From an optimization exercise on the open Yosys and OpenROAD flow, aimed at small area; shortcuts taken in it are not production practice.
Function was checked by simulation only, so behaviour that the tests miss may differ from the original.
Power is estimated from default activity; no workload was simulated.

ember:
// csr_file
module csr_file (
    input  logic                                                              clk,
    input  logic                                                              rst,
    input  logic [csr_pkg::commit_channels-1:0][csr_pkg::csr_addr_width-1:0] commit_write_addr,
    input  logic [csr_pkg::commit_channels-1:0][csr_pkg::reg_data_width-1:0] commit_write_data,
    input  logic [csr_pkg::commit_channels-1:0]                              commit_we,
    input  logic [csr_pkg::commit_channels-1:0][csr_pkg::csr_addr_width-1:0] commit_read_addr,
    input  logic [csr_pkg::csr_addr_width-1:0]                               exc_read_addr,
    input  logic [csr_pkg::reg_data_width-1:0]                               irq_pending,
    input  logic [csr_pkg::commit_count_width-1:0]                           commit_count,
    input  logic                                                              branch_num,
    input  logic                                                              branch_hit,
    input  logic                                                              branch_miss,
    input  logic                                                              rob_full,
    output logic [csr_pkg::reg_data_width-1:0]                               exc_read_data,
    output logic [csr_pkg::commit_channels-1:0][csr_pkg::reg_data_width-1:0] commit_read_data,
    output logic [csr_pkg::reg_data_width-1:0]                               mie_out,
    output logic [csr_pkg::reg_data_width-1:0]                               mstatus_out,
    output logic [csr_pkg::reg_data_width-1:0]                               mip_out,
    output logic [csr_pkg::reg_data_width-1:0]                               mepc_out
);
For scale: roughly 3700 cells after synthesis, about 580 flip-flops, ~390 I/O pins.
export LEC_CHECK = 0
export CAP_MARGIN = 10
export CELL_PAD_IN_SITES_DETAIL_PLACEMENT = 1
export CORE_MARGIN = 2
export CORE_UTILIZATION = 42
export CTS_BUF_LIST = sky130_fd_sc_hd__clkbuf_4
export CTS_CLUSTER_DIAMETER = 60
export CTS_CLUSTER_SIZE = 8
export GPL_ROUTABILITY_DRIVEN = 1
export GPL_TIMING_DRIVEN = 0
export PLACE_DENSITY = 0.52
export SLEW_MARGIN = 10
export SYNTH_HIERARCHICAL = 1
export SYNTH_MINIMUM_KEEP_SIZE = 0
create_clock -name core_clock -period 9.0 [get_ports {clk}]
standard.sh (not shown) runs the stock make flow with config.mk's settings and CLKGATE_MAP_FILE= SYNTH_SCRIPT=/design/flow/synth_recipe.tcl, a recipe that flattens the netlist after the stock synthesis.
==> flow/flow/run.sh <==
#!/bin/bash
# The standard ORFS layout (standard.sh), with these changes passed to its make:
#  - the input and output port buffers are sky130_fd_sc_hd__buf_1 cells
#  - clock tree synthesis inserts no dummy loads (clkbuf_4 buffers, clusters of 8 sinks)
#  - the resizer may swap a cell for one of another footprint
#  - before repair_design, each net with 24 or more loads is driven through one
#    buffer at the centre of its loads (flow/hf_buffer.tcl)
#  - the buffers between tie cells and constant outputs are made buf_1
# Each step's full output stays in orfs/logs/; make's own output goes to make_*.log here.
set -euo pipefail
HERE="$(cd "$(dirname "$0")" && pwd)"
EXTRA=(
  "BUFFER_PORTS_ARGS=-buffer_cell sky130_fd_sc_hd__buf_1"
  "CTS_ARGS=-sink_clustering_enable -repair_clock_nets -dont_use_dummy_load -buf_list sky130_fd_sc_hd__clkbuf_4 -sink_clustering_size 8 -sink_clustering_max_diameter 60"
  "MATCH_CELL_FOOTPRINT=0"
  "PRE_RESIZE_TCL=$HERE/pre_resize.tcl"
  "POST_FLOORPLAN_TCL=$HERE/post_floorplan.tcl"
)
bash standard.sh "${EXTRA[@]}" synth > make_synth.log 2>&1
bash standard.sh "${EXTRA[@]}" finish > make_finish.log 2>&1
Other scripts of this flow, unchanged in this note and not shown: flow/flow/hf_buffer.tcl, flow/flow/post_floorplan.tcl, flow/flow/pre_resize.tcl
Completing all stages was not enough for ember: its layout failed the final checks because of capacitance limit, slew limit.
#### Input delta (quartz over ember)
# ember
export LEC_CHECK = 0
export CAP_MARGIN = 10
export CELL_PAD_IN_SITES_DETAIL_PLACEMENT = 1
export CORE_MARGIN = 2
export CORE_UTILIZATION = 42
export CTS_BUF_LIST = sky130_fd_sc_hd__clkbuf_4
export CTS_CLUSTER_DIAMETER = 60
export CTS_CLUSTER_SIZE = 8
export GPL_ROUTABILITY_DRIVEN = 1
export GPL_TIMING_DRIVEN = 0
export PLACE_DENSITY = 0.52
export SLEW_MARGIN = 10
export SYNTH_HIERARCHICAL = 1
export SYNTH_MINIMUM_KEEP_SIZE = 0
create_clock -name core_clock -period 9.0 [get_ports {clk}]
# quartz
export LEC_CHECK = 0
export CAP_MARGIN = 20
export CELL_PAD_IN_SITES_DETAIL_PLACEMENT = 1
export CORE_MARGIN = 2
export CORE_UTILIZATION = 42
export CTS_BUF_LIST = sky130_fd_sc_hd__clkbuf_4
export CTS_CLUSTER_DIAMETER = 60
export CTS_CLUSTER_SIZE = 8
export GPL_ROUTABILITY_DRIVEN = 1
export GPL_TIMING_DRIVEN = 0
export PLACE_DENSITY = 0.52
export SLEW_MARGIN = 20
export SYNTH_HIERARCHICAL = 1
export SYNTH_MINIMUM_KEEP_SIZE = 0
create_clock -name core_clock -period 9.0 [get_ports {clk}]
[summary]
nor4_2 as the slowest library cell on the worst path was reported by quartz, and nor4_1 by ember.
quartz against ember: total global routing track utilization neither gained nor lost much; share of power burned in registers roughly the same.
Required time of the critical path across quartz and ember: no real change.
ember and quartz ended up with roughly the same fraction of standard cell area in multi-input logic.
quartz closes out successfully: all stages finished, all timing, DRC and antenna checks passed.
Delta (quartz minus ember): clock network fraction of total power lost 0.3 points, power consumption neither gained nor lost much.
Any difference in area of all placed cells without fillers between quartz and ember is small enough to ignore.
quartz vs ember on max-capacitance violation count: quartz is the lower one.
Setup changes, quartz to lagoon
# quartz
export LEC_CHECK = 0
export CAP_MARGIN = 20
export CELL_PAD_IN_SITES_DETAIL_PLACEMENT = 1
export CORE_MARGIN = 2
export CORE_UTILIZATION = 42
export CTS_BUF_LIST = sky130_fd_sc_hd__clkbuf_4
export CTS_CLUSTER_DIAMETER = 60
export CTS_CLUSTER_SIZE = 8
export GPL_ROUTABILITY_DRIVEN = 1
export GPL_TIMING_DRIVEN = 0
export PLACE_DENSITY = 0.52
export SLEW_MARGIN = 20
export SYNTH_HIERARCHICAL = 1
export SYNTH_MINIMUM_KEEP_SIZE = 0
create_clock -name core_clock -period 9.0 [get_ports {clk}]
# lagoon
export LEC_CHECK = 0
export CAP_MARGIN = 30
export CELL_PAD_IN_SITES_DETAIL_PLACEMENT = 1
export CORE_MARGIN = 2
export CORE_UTILIZATION = 42
export CTS_BUF_LIST = sky130_fd_sc_hd__clkbuf_4
export CTS_CLUSTER_DIAMETER = 60
export CTS_CLUSTER_SIZE = 8
export GPL_ROUTABILITY_DRIVEN = 1
export GPL_TIMING_DRIVEN = 0
export PLACE_DENSITY = 0.52
export SLEW_MARGIN = 30
export SYNTH_HIERARCHICAL = 1
export SYNTH_MINIMUM_KEEP_SIZE = 0
create_clock -name core_clock -period 9.0 [get_ports {clk}]
[summary]
In terms of via count, lagoon and quartz differ only marginally. In lagoon the area growth from synthesis to layout turned out 0.99 points higher than in quartz. Clock-buffer cell count of lagoon exceeds that of quartz slightly. Comparing quartz and lagoon, the higher clock skew was measured on lagoon. Overall power of quartz is on par with lagoon.

## separate check: timing with driven ports
In the flow no input, the clock included, has a driving cell. The finished layouts below were timed again as built, in two steps.
Step 1 sets driving cells, clkbuf_16 on the clock port and buf_2 on the other inputs (assumed; they add their load-dependent delay and slew).
Step 2 moves the port delays by t, midway between the first and last clock arrival at a register: inputs arrive t later, outputs are due t later. That takes back most of the time a late clock gives input paths.
Slacks: ideal ports / drivers / drivers and shift; pairs: ideal ports / drivers.
| run | shift t [ns] | setup slack, ns | worst setup path after step 2 | slew at the worst register clock pin (ns) | cell pins on the clock port's net |
|---|---|---|---|---|---|
| ember | 0.994 | 1.351 / 1.295 / 1.295 | input to output | 0.12 / 0.12 | 1 |
| quartz | 0.993 | 1.378 / 1.327 / 1.327 | input to output | 0.12 / 0.12 | 1 |
| lagoon | 0.954 | 1.521 / 1.472 / 1.472 | input to output | 0.11 / 0.11 | 1 |
The setup slack of ember, which loses most, moves by -0.056 ns with the drivers and by -0.056 ns with both steps.
